What follows belongs to an exercise in optimizing a design on an open flow for small area; a production flow would make more cautious choices.
RTL that was checked went through simulation tests only; none was proved equivalent to the original.
The clock port is modelled as an ideal driver; clocking choices that lean on that would not hold on a real chip.

==> quartz <==
==> flow/design.v (excerpt) <==
module regfile_param #(
    parameter int unsigned       WIDTH       = 32,
    parameter int unsigned       ADDR_W      = 5,
    parameter logic [WIDTH-1:0]  RESET_VALUE = '0,
    parameter int unsigned       ZERO_REG    = 1
) (
    input  logic              clk,
    input  logic              reset,
    input  logic              clear,
    input  logic              wr0_en,
    input  logic              wr1_en,
    input  logic [ADDR_W-1:0] wr0_addr,
    input  logic [ADDR_W-1:0] wr1_addr,
    input  logic [WIDTH-1:0]  wr0_data,
    input  logic [WIDTH-1:0]  wr1_data,
    input  logic [ADDR_W-1:0] rd0_addr,
    input  logic [ADDR_W-1:0] rd1_addr,
    output logic [WIDTH-1:0]  rd0_data,
    output logic [WIDTH-1:0]  rd1_data,
    output logic              busy
);
==> module regfile_bit, before the edit <==
module regfile_bit (
    input  logic clk,
    input  logic e0,
    input  logic e1,
    input  logic h,
    input  logic d0,
    input  logic d1,
    output logic q
);
    always_ff @(posedge clk) begin
        q <= ~((e0 & d0) | (e1 & d1) | (h & q));
    end
endmodule
==> module regfile_rdbit, before the edit <==
module regfile_rdbit #(
    parameter int unsigned N = 31
) (
    input  logic [N-1:0] sel,
    input  logic [N-1:0] d,
    input  logic         p,
    output logic         y
);
    localparam int unsigned G = N / 3;   
    logic [G-1:0] n;
    for (genvar g = 0; g < G; g++) begin : g_grp
        regfile_aoi3 u_aoi (.a(sel[3*g +: 3]), .b(d[3*g +: 3]), .y(n[g]));
    end
    logic m0, m1, m2, yn;
    assign m0 = ~&n[3:0];
    assign m1 = ~&n[7:4];
    assign m2 = ~&n[G-1:8];
    regfile_aoi2111 u_fin (.a1(sel[N-1]), .a2(d[N-1]), .b(m0), .c(m1), .d(m2), .y(yn));
    assign y = yn ^ ~p;
endmodule
==> module regfile_aoi2111, before the edit <==
module regfile_aoi2111 (
    input  logic a1,
    input  logic a2,
    input  logic b,
    input  logic c,
    input  logic d,
    output logic y
);
    assign y = ~((a1 & a2) | b | c | d);
endmodule
==> module regfile_param, before the edit <==
module regfile_param #(
    parameter int unsigned       WIDTH       = 32,
    parameter int unsigned       ADDR_W      = 5,
    parameter logic [WIDTH-1:0]  RESET_VALUE = '0,
    parameter int unsigned       ZERO_REG    = 1
) (
    input  logic              clk,
    input  logic              reset,
    input  logic              clear,
    input  logic              wr0_en,
    input  logic              wr1_en,
    input  logic [ADDR_W-1:0] wr0_addr,
    input  logic [ADDR_W-1:0] wr1_addr,
    input  logic [WIDTH-1:0]  wr0_data,
    input  logic [WIDTH-1:0]  wr1_data,
    input  logic [ADDR_W-1:0] rd0_addr,
    input  logic [ADDR_W-1:0] rd1_addr,
    output logic [WIDTH-1:0]  rd0_data,
    output logic [WIDTH-1:0]  rd1_data,
    output logic              busy
);
    localparam int unsigned DEPTH = 2 ** ADDR_W;
    localparam int unsigned N     = DEPTH - 1;   
    logic              busy_q;
    logic [ADDR_W-1:0] ptr_q;
    logic              p_q;
    always_ff @(posedge clk) begin
        if (reset) begin
            busy_q <= 1'b1;
            ptr_q  <= '0;
        end else if (busy_q) begin
            ptr_q <= ptr_q + ADDR_W'(1);
            if (ptr_q == ADDR_W'(DEPTH - 1)) busy_q <= 1'b0;
        end else if (clear) begin
            busy_q <= 1'b1;
        end
    end
    always_ff @(posedge clk) begin
        if (reset) p_q <= 1'b0;
        else       p_q <= ~p_q;
    end
    logic              en0x, en1x;
    logic [ADDR_W-1:0] a0x;
    logic [WIDTH-1:0]  d0x, d1x;
    assign en0x = !reset && (busy_q || wr0_en);
    assign en1x = !reset && !busy_q && wr1_en;
    assign a0x  = busy_q ? ptr_q : wr0_addr;
    logic [WIDTH-1:0] d0n, d1n;
    assign d0n  = ~((busy_q ? '0 : wr0_data) ^ {WIDTH{p_q}});
    assign d1n  = ~(wr1_data ^ {WIDTH{p_q}});
    for (genvar b = 0; b < WIDTH; b++) begin : g_dd
        regfile_inv u_d0 (.a(d0n[b]), .y(d0x[b]));
        regfile_inv u_d1 (.a(d1n[b]), .y(d1x[b]));
    end
    logic [3:0] w0_lo, w1_lo, r0_lo, r1_lo;
    logic [7:0] w0_hi, w1_hi, r0_hi, r1_hi;
    always_comb begin
        for (int j = 0; j < 4; j++) begin
            w0_lo[j] = en0x && (a0x[1:0] == 2'(j));
            w1_lo[j] = en1x && (wr1_addr[1:0] == 2'(j));
            r0_lo[j] = (rd0_addr[1:0] == 2'(j));
            r1_lo[j] = (rd1_addr[1:0] == 2'(j));
        end
        for (int k = 0; k < 8; k++) begin
            w0_hi[k] = (a0x[4:2] == 3'(k));
            w1_hi[k] = (wr1_addr[4:2] == 3'(k));
            r0_hi[k] = (rd0_addr[4:2] == 3'(k));
            r1_hi[k] = (rd1_addr[4:2] == 3'(k));
        end
    end
    logic [WIDTH-1:0] ent  [N];
    logic [N-1:0]     entT [WIDTH];
    logic [N-1:0]     sel0, sel1;
    for (genvar i = 0; i < N; i++) begin : g_ent
        localparam int unsigned A  = i + 1;
        localparam int unsigned LO = A % 4;
        localparam int unsigned HI = A / 4;
        logic nhit0, nhit1, hit0, e0, e1, h;
        regfile_nand2 u_nh0 (.a(w0_lo[LO]), .b(w0_hi[HI]), .y(nhit0));
        regfile_nand2 u_nh1 (.a(w1_lo[LO]), .b(w1_hi[HI]), .y(nhit1));
        regfile_inv   u_h0  (.a(nhit0), .y(hit0));
        regfile_inv   u_e1  (.a(nhit1), .y(e1));
        regfile_and2  u_e0  (.a(hit0), .b(nhit1), .y(e0));
        regfile_and2  u_h   (.a(nhit0), .b(nhit1), .y(h));
        regfile_row #(.WIDTH(WIDTH)) u_row (
            .clk(clk), .e0(e0), .e1(e1), .h(h), .d0(d0x), .d1(d1x), .q(ent[i])
        );
        regfile_and2 u_s0 (.a(r0_lo[LO]), .b(r0_hi[HI]), .y(sel0[i]));
        regfile_and2 u_s1 (.a(r1_lo[LO]), .b(r1_hi[HI]), .y(sel1[i]));
        for (genvar b = 0; b < WIDTH; b++) begin : g_t
            assign entT[b][i] = ent[i][b];
        end
    end
    logic pr0, pr1, pr0n, pr1n;
    assign pr0n = ~(p_q && (rd0_addr != '0));
    assign pr1n = ~(p_q && (rd1_addr != '0));
    regfile_inv u_pr0 (.a(pr0n), .y(pr0));
    regfile_inv u_pr1 (.a(pr1n), .y(pr1));
    for (genvar b = 0; b < WIDTH; b++) begin : g_rd
        regfile_rdbit #(.N(N)) u_rd0 (.sel(sel0), .d(entT[b]), .p(pr0), .y(rd0_data[b]));
        regfile_rdbit #(.N(N)) u_rd1 (.sel(sel1), .d(entT[b]), .p(pr1), .y(rd1_data[b]));
    end
    assign busy = busy_q;
endmodule
Settings: LEC_CHECK=0, CAP_MARGIN=10, CELL_PAD_IN_SITES_DETAIL_PLACEMENT=1, CELL_PAD_IN_SITES_GLOBAL_PLACEMENT=1, CORE_MARGIN=2, CORE_UTILIZATION=40, PLACE_DENSITY=0.45, SETUP_SLACK_MARGIN=0.5, SLEW_MARGIN=10, SYNTH_HIERARCHICAL=1, TNS_END_PERCENT=100; clock period 7.0 ns.
run.sh (not shown) runs the stock make flow with config.mk's settings and CLKGATE_MAP_FILE= SYNTH_SCRIPT=/design/flow/synth_recipe.tcl, a recipe that flattens the netlist after the stock synthesis.
==> juniper: changes against quartz <==
==> flow/flow/run.sh (new file) <==
#!/bin/bash
# Standard ORFS layout (the standard.sh) with these changes:
#  - clock tree synthesis without dummy loads and with larger sink clusters,
#    then clkbuf_16 for the buffers whose loads see a slow edge (flow/post_cts.tcl);
#  - port buffers made from the plain buffer cell;
#  - before repair_design, drivers of high-fanout nets get a stronger drive
#    (flow/upsize.tcl) instead of being split with buffers;
#  - global routing keeps more of met1/met2 free for pin access (flow/fastroute.tcl).
# Each tool's log is in orfs/logs/; make's own output is in flow.log.
set -euo pipefail
here=$(pwd)
export CTS_ARGS="-sink_clustering_enable -repair_clock_nets -dont_use_dummy_load -sink_clustering_size 24 -sink_clustering_max_diameter 60 -buf_list {sky130_fd_sc_hd__clkbuf_8}"
export BUFFER_PORTS_ARGS="-buffer_cell sky130_fd_sc_hd__buf_1"
export PRE_RESIZE_TCL="$here/flow/upsize.tcl"
export POST_CTS_TCL="$here/flow/post_cts.tcl"
export FASTROUTE_TCL="$here/flow/fastroute.tcl"
bash standard.sh finish > flow.log 2>&1
==> flow/flow/fastroute.tcl (new file) <==
# Global-routing setup (FASTROUTE_TCL): as the platform's, but with more of
# met1 and met2 held back from the global router, so that the dense cell
# pins keep room for access in detailed routing.
set_global_routing_layer_adjustment $::env(MIN_ROUTING_LAYER)-$::env(MAX_ROUTING_LAYER) 0.2
set_global_routing_layer_adjustment met1 0.5
set_global_routing_layer_adjustment met2 0.3

set_routing_layers -clock $::env(MIN_CLK_ROUTING_LAYER)-$::env(MAX_ROUTING_LAYER)
set_routing_layers -signal $::env(MIN_ROUTING_LAYER)-$::env(MAX_ROUTING_LAYER)
==> flow/flow/post_cts.tcl (new file) <==
set_propagated_clock [all_clocks]
estimate_parasitics -placement
set big [get_lib_cells */sky130_fd_sc_hd__clkbuf_16]
set n 0
foreach inst [get_cells *] {
  if {[get_property $inst ref_name] ne "sky130_fd_sc_hd__clkbuf_8"} continue
  set opin [get_pins -of_objects $inst -filter "direction==output"]
  set net [get_nets -of_objects $opin]
  if {$net eq ""} continue
  set worst 0.0
  foreach p [get_pins -quiet -of_objects $net -filter "direction==input"] {
    foreach e {rise fall} {
      set s [get_property $p slew_max_$e]
      if {[string is double -strict $s] && $s > $worst} { set worst $s }
    }
  }
  if {$worst > 0.105} { replace_cell $inst $big; incr n }
}
puts "post_cts.tcl: upsized $n clock buffers"
if {$n > 0} {
  detailed_placement
  estimate_parasitics -placement
}
==> flow/flow/upsize.tcl (new file) <==
# Sourced by ORFS before repair_design in the resize step (PRE_RESIZE_TCL).
# Nets with a large fanout (the per-entry enables, the read selects, the
# write-data lines and the address predecode) span much of the array. Instead
# of letting repair_design split them with extra buffers, give their drivers
# the _2 drive strength of the same cell, which meets the load and slew limits
# on its own. Logic cells that synthesis upsized but that drive one or two
# loads go back to drive strength 1. repair_design and repair_timing run
# afterwards as usual.
set upsized 0
set downsized 0
foreach inst [get_cells *] {
  set ref [get_property $inst ref_name]
  if {![regexp {^(sky130_fd_sc_hd__[a-z0-9]+)_([0-9]+)$} $ref -> base drive]} continue
  if {[regexp {__(df|edf|sdf|dl)} $ref]} continue
  set opins [get_pins -of_objects $inst -filter "direction==output"]
  if {[llength $opins] != 1} continue
  set net [get_nets -of_objects $opins]
  if {$net eq ""} continue
  set fo [llength [get_pins -of_objects $net -filter "direction==input"]]
  if {$fo >= 8 && $drive < 2} {
    set new [get_lib_cells -quiet */${base}_2]
    if {$new ne ""} { replace_cell $inst $new; incr upsized }
  } elseif {$fo <= 2 && $drive >= 2 && ![string match "*buf*" $base] && ![string match "*inv*" $base]} {
    set new [get_lib_cells -quiet */${base}_1]
    if {$new ne ""} { replace_cell $inst $new; incr downsized }
  }
}
puts "upsize.tcl: upsized $upsized drivers of high-fanout nets, downsized $downsized"
==> flow/standard.sh (new file) <==
#!/bin/bash
# synth_recipe.tcl (not shown) runs the flow's synth.tcl, then flattens the netlist and writes it again
# the make line also repeats each setting of config.mk as NAME=value (left out here)
make -C /OpenROAD-flow-scripts/flow DESIGN_CONFIG=/design/flow/config.mk WORK_HOME=/design/flow/orfs CLKGATE_MAP_FILE= SYNTH_SCRIPT=/design/flow/synth_recipe.tcl "${@:-finish}"
Settings changed: CORE_UTILIZATION 40 to 50, GPL_TIMING_DRIVEN set to 0, PLACE_DENSITY 0.45 to 0.55, SETUP_SLACK_MARGIN 0.5 to 0.2, TNS_END_PERCENT 100 to not set.
removed: flow/run.sh
==> ember: changes against quartz <==
--- a/flow/design.v
+++ b/flow/design.v
@@ -10,3 +10,3 @@
     always_ff @(posedge clk) begin
-        q <= ~((e0 & d0) | (e1 & d1) | (h & q));
+        q <= (e0 & d0) | (e1 & d1) | (h & q);
     end
@@ -42,3 +42,2 @@
     input  logic [N-1:0] d,
-    input  logic         p,
     output logic         y
@@ -46,2 +45,3 @@
     localparam int unsigned G = N / 3;   
+    localparam int unsigned R = N - 3 * G;
     logic [G-1:0] n;
@@ -50,18 +50,7 @@
     end
-    logic m0, m1, m2, yn;
-    assign m0 = ~&n[3:0];
-    assign m1 = ~&n[7:4];
-    assign m2 = ~&n[G-1:8];
-    regfile_aoi2111 u_fin (.a1(sel[N-1]), .a2(d[N-1]), .b(m0), .c(m1), .d(m2), .y(yn));
-    assign y = yn ^ ~p;
-endmodule
-module regfile_aoi2111 (
-    input  logic a1,
-    input  logic a2,
-    input  logic b,
-    input  logic c,
-    input  logic d,
-    output logic y
-);
-    assign y = ~((a1 & a2) | b | c | d);
+    if (R == 0) begin : g_r0
+        assign y = ~&n;
+    end else begin : g_rn
+        assign y = ~&n | (|(sel[N-1:3*G] & d[N-1:3*G]));
+    end
 endmodule
@@ -72,2 +61,5 @@
     assign y = a & b;
+endmodule
+module regfile_and3 (input logic a, input logic b, input logic c, output logic y);
+    assign y = a & b & c;
 endmodule
@@ -101,3 +93,2 @@
     logic [ADDR_W-1:0] ptr_q;
-    logic              p_q;
     always_ff @(posedge clk) begin
@@ -113,25 +104,12 @@
     end
-    always_ff @(posedge clk) begin
-        if (reset) p_q <= 1'b0;
-        else       p_q <= ~p_q;
-    end
-    logic              en0x, en1x;
-    logic [ADDR_W-1:0] a0x;
-    logic [WIDTH-1:0]  d0x, d1x;
-    assign en0x = !reset && (busy_q || wr0_en);
-    assign en1x = !reset && !busy_q && wr1_en;
-    assign a0x  = busy_q ? ptr_q : wr0_addr;
-    logic [WIDTH-1:0] d0n, d1n;
-    assign d0n  = ~((busy_q ? '0 : wr0_data) ^ {WIDTH{p_q}});
-    assign d1n  = ~(wr1_data ^ {WIDTH{p_q}});
-    for (genvar b = 0; b < WIDTH; b++) begin : g_dd
-        regfile_inv u_d0 (.a(d0n[b]), .y(d0x[b]));
-        regfile_inv u_d1 (.a(d1n[b]), .y(d1x[b]));
-    end
-    logic [3:0] w0_lo, w1_lo, r0_lo, r1_lo;
-    logic [7:0] w0_hi, w1_hi, r0_hi, r1_hi;
+    logic wr_ok, sw_ok;
+    assign wr_ok = !reset && !busy_q;
+    assign sw_ok = !reset && busy_q;
+    logic [3:0] w0_lo, w1_lo, sw_lo, r0_lo, r1_lo;
+    logic [7:0] w0_hi, w1_hi, sw_hi, r0_hi, r1_hi;
     always_comb begin
         for (int j = 0; j < 4; j++) begin
-            w0_lo[j] = en0x && (a0x[1:0] == 2'(j));
-            w1_lo[j] = en1x && (wr1_addr[1:0] == 2'(j));
+            w0_lo[j] = wr_ok && wr0_en && (wr0_addr[1:0] == 2'(j));
+            w1_lo[j] = wr_ok && wr1_en && (wr1_addr[1:0] == 2'(j));
+            sw_lo[j] = sw_ok && (ptr_q[1:0] == 2'(j));
             r0_lo[j] = (rd0_addr[1:0] == 2'(j));
@@ -140,4 +118,5 @@
         for (int k = 0; k < 8; k++) begin
-            w0_hi[k] = (a0x[4:2] == 3'(k));
+            w0_hi[k] = (wr0_addr[4:2] == 3'(k));
             w1_hi[k] = (wr1_addr[4:2] == 3'(k));
+            sw_hi[k] = (ptr_q[4:2] == 3'(k));
             r0_hi[k] = (rd0_addr[4:2] == 3'(k));
@@ -153,11 +132,12 @@
         localparam int unsigned HI = A / 4;
-        logic nhit0, nhit1, hit0, e0, e1, h;
+        logic nhit0, nhit1, nswp, hit0, e0, e1, h;
         regfile_nand2 u_nh0 (.a(w0_lo[LO]), .b(w0_hi[HI]), .y(nhit0));
         regfile_nand2 u_nh1 (.a(w1_lo[LO]), .b(w1_hi[HI]), .y(nhit1));
+        regfile_nand2 u_nsw (.a(sw_lo[LO]), .b(sw_hi[HI]), .y(nswp));
+        regfile_inv   u_e1  (.a(nhit1), .y(e1));
         regfile_inv   u_h0  (.a(nhit0), .y(hit0));
-        regfile_inv   u_e1  (.a(nhit1), .y(e1));
         regfile_and2  u_e0  (.a(hit0), .b(nhit1), .y(e0));
-        regfile_and2  u_h   (.a(nhit0), .b(nhit1), .y(h));
+        regfile_and3  u_h   (.a(nhit0), .b(nhit1), .c(nswp), .y(h));
         regfile_row #(.WIDTH(WIDTH)) u_row (
-            .clk(clk), .e0(e0), .e1(e1), .h(h), .d0(d0x), .d1(d1x), .q(ent[i])
+            .clk(clk), .e0(e0), .e1(e1), .h(h), .d0(wr0_data), .d1(wr1_data), .q(ent[i])
         );
@@ -169,10 +149,5 @@
     end
-    logic pr0, pr1, pr0n, pr1n;
-    assign pr0n = ~(p_q && (rd0_addr != '0));
-    assign pr1n = ~(p_q && (rd1_addr != '0));
-    regfile_inv u_pr0 (.a(pr0n), .y(pr0));
-    regfile_inv u_pr1 (.a(pr1n), .y(pr1));
     for (genvar b = 0; b < WIDTH; b++) begin : g_rd
-        regfile_rdbit #(.N(N)) u_rd0 (.sel(sel0), .d(entT[b]), .p(pr0), .y(rd0_data[b]));
-        regfile_rdbit #(.N(N)) u_rd1 (.sel(sel1), .d(entT[b]), .p(pr1), .y(rd1_data[b]));
+        regfile_rdbit #(.N(N)) u_rd0 (.sel(sel0), .d(entT[b]), .y(rd0_data[b]));
+        regfile_rdbit #(.N(N)) u_rd1 (.sel(sel1), .d(entT[b]), .y(rd1_data[b]));
     end
==> flow/flow/run.sh (new file) <==
#!/bin/bash
# Standard ORFS layout (the standard.sh) with two changes: clock tree
# synthesis without dummy loads and with small clock buffers, and the port
# buffers made from the plain buffer cell (repair_design resizes them as needed).
set -euo pipefail
export CTS_ARGS="-sink_clustering_enable -repair_clock_nets -dont_use_dummy_load -sink_clustering_size 20 -sink_clustering_max_diameter 60 -buf_list {sky130_fd_sc_hd__clkbuf_2 sky130_fd_sc_hd__clkbuf_4 sky130_fd_sc_hd__clkbuf_8}"
export BUFFER_PORTS_ARGS="-buffer_cell sky130_fd_sc_hd__buf_1"
bash standard.sh finish > flow.log 2>&1
==> flow/standard.sh (new file) <==
#!/bin/bash
# synth_recipe.tcl (not shown) runs the flow's synth.tcl, then flattens the netlist and writes it again
# the make line also repeats each setting of config.mk as NAME=value (left out here)
make -C /OpenROAD-flow-scripts/flow DESIGN_CONFIG=/design/flow/config.mk WORK_HOME=/design/flow/orfs CLKGATE_MAP_FILE= SYNTH_SCRIPT=/design/flow/synth_recipe.tcl "${@:-finish}"
Settings changed: CAP_MARGIN 10 to 0, MIN_ROUTING_LAYER set to met2, SETUP_SLACK_MARGIN 0.5 to not set, SLEW_MARGIN 10 to 0, TNS_END_PERCENT 100 to not set.
removed: flow/run.sh
==> results.sh <==
export IMPL_post_cts_buffers=0
export IMPL_syn_nets=4346
export IMPL_failing_step="global routing (5_1_grt)"
export IMPL_firstError="[ERROR GRT-0116] Global routing finished with congestion. Check the congestion regions in the DRC Viewer."
export IMPL_yosysSeqAreaShare=0.456
export IMPL_cts_hold_buffers=0
export IMPL_status="stopped before the end"
export IMPL_start_util=0.403
export IMPL_grtUsageMet3=0.891
export IMPL_synth_area_leaders="dfxtp_1 46%, a222oi_1 37%, inv_1 9.0%, nand4_1 1.8%, a2111o_1 1.6%"
(the above is from ember)
==> results.sh <==
export IMPL_status="no timing/DRC/antenna violations"
export IMPL_grtUsageMet3=0.147
export IMPL_synth_area_leaders="dfxtp_1 48%, a222oi_1 39%, xnor2_1 2.7%, a2111oi_2 2.3%, nand4_1 1.9%"
export IMPL_yosysSeqAreaShare=0.478
export IMPL_start_util=0.404
export IMPL_syn_nets=3557
export IMPL_cts_hold_buffers=0
(the above is from quartz)
==> results.sh <==
export IMPL_synth_area_leaders="dfxtp_1 48%, a222oi_1 39%, xnor2_1 2.7%, a2111oi_2 2.3%, nand4_1 1.9%"
export IMPL_start_util=0.503
export IMPL_grtUsageMet3=0.481
export IMPL_status="no timing/DRC/antenna violations"
export IMPL_layout_common_cells="1632 x a222oi_1, 999 x dfxtp_1, 144 x buf_1"
export IMPL_yosysSeqAreaShare=0.478
export IMPL_syn_nets=3557
(the above is from juniper)
Only the layout flow was run in ember; the RTL was not checked for function there.

afterwards: timing with drivers on the ports:
No port has a modelled driver above. Below, the same layouts with a new extraction and two added sets of constraints. Step 1 assumes that a clkbuf_16 drives the clock port and a buf_2 every other input. Step 2 moves the port delays by t, midway between the first and last clock arrival at a register: inputs arrive t later, outputs are due t later. That takes back most of the time a late clock gives input paths. Three values: ideal ports, drivers, drivers and shift; two values: the first two.
| run | t, ns | setup WS [ns] | pins driven straight from the clock port |
|---|---|---|---|
| quartz | 0.796 | 0.388 / 0.342 / 0.342 | 1 |
| juniper | 0.736 | 0.348 / 0.288 / 0.288 | 1 |
After both steps every run listed still meets setup and hold. For juniper, which loses most, drivers alone change the setup slack by -0.060 ns; drivers and shift together by -0.060 ns.
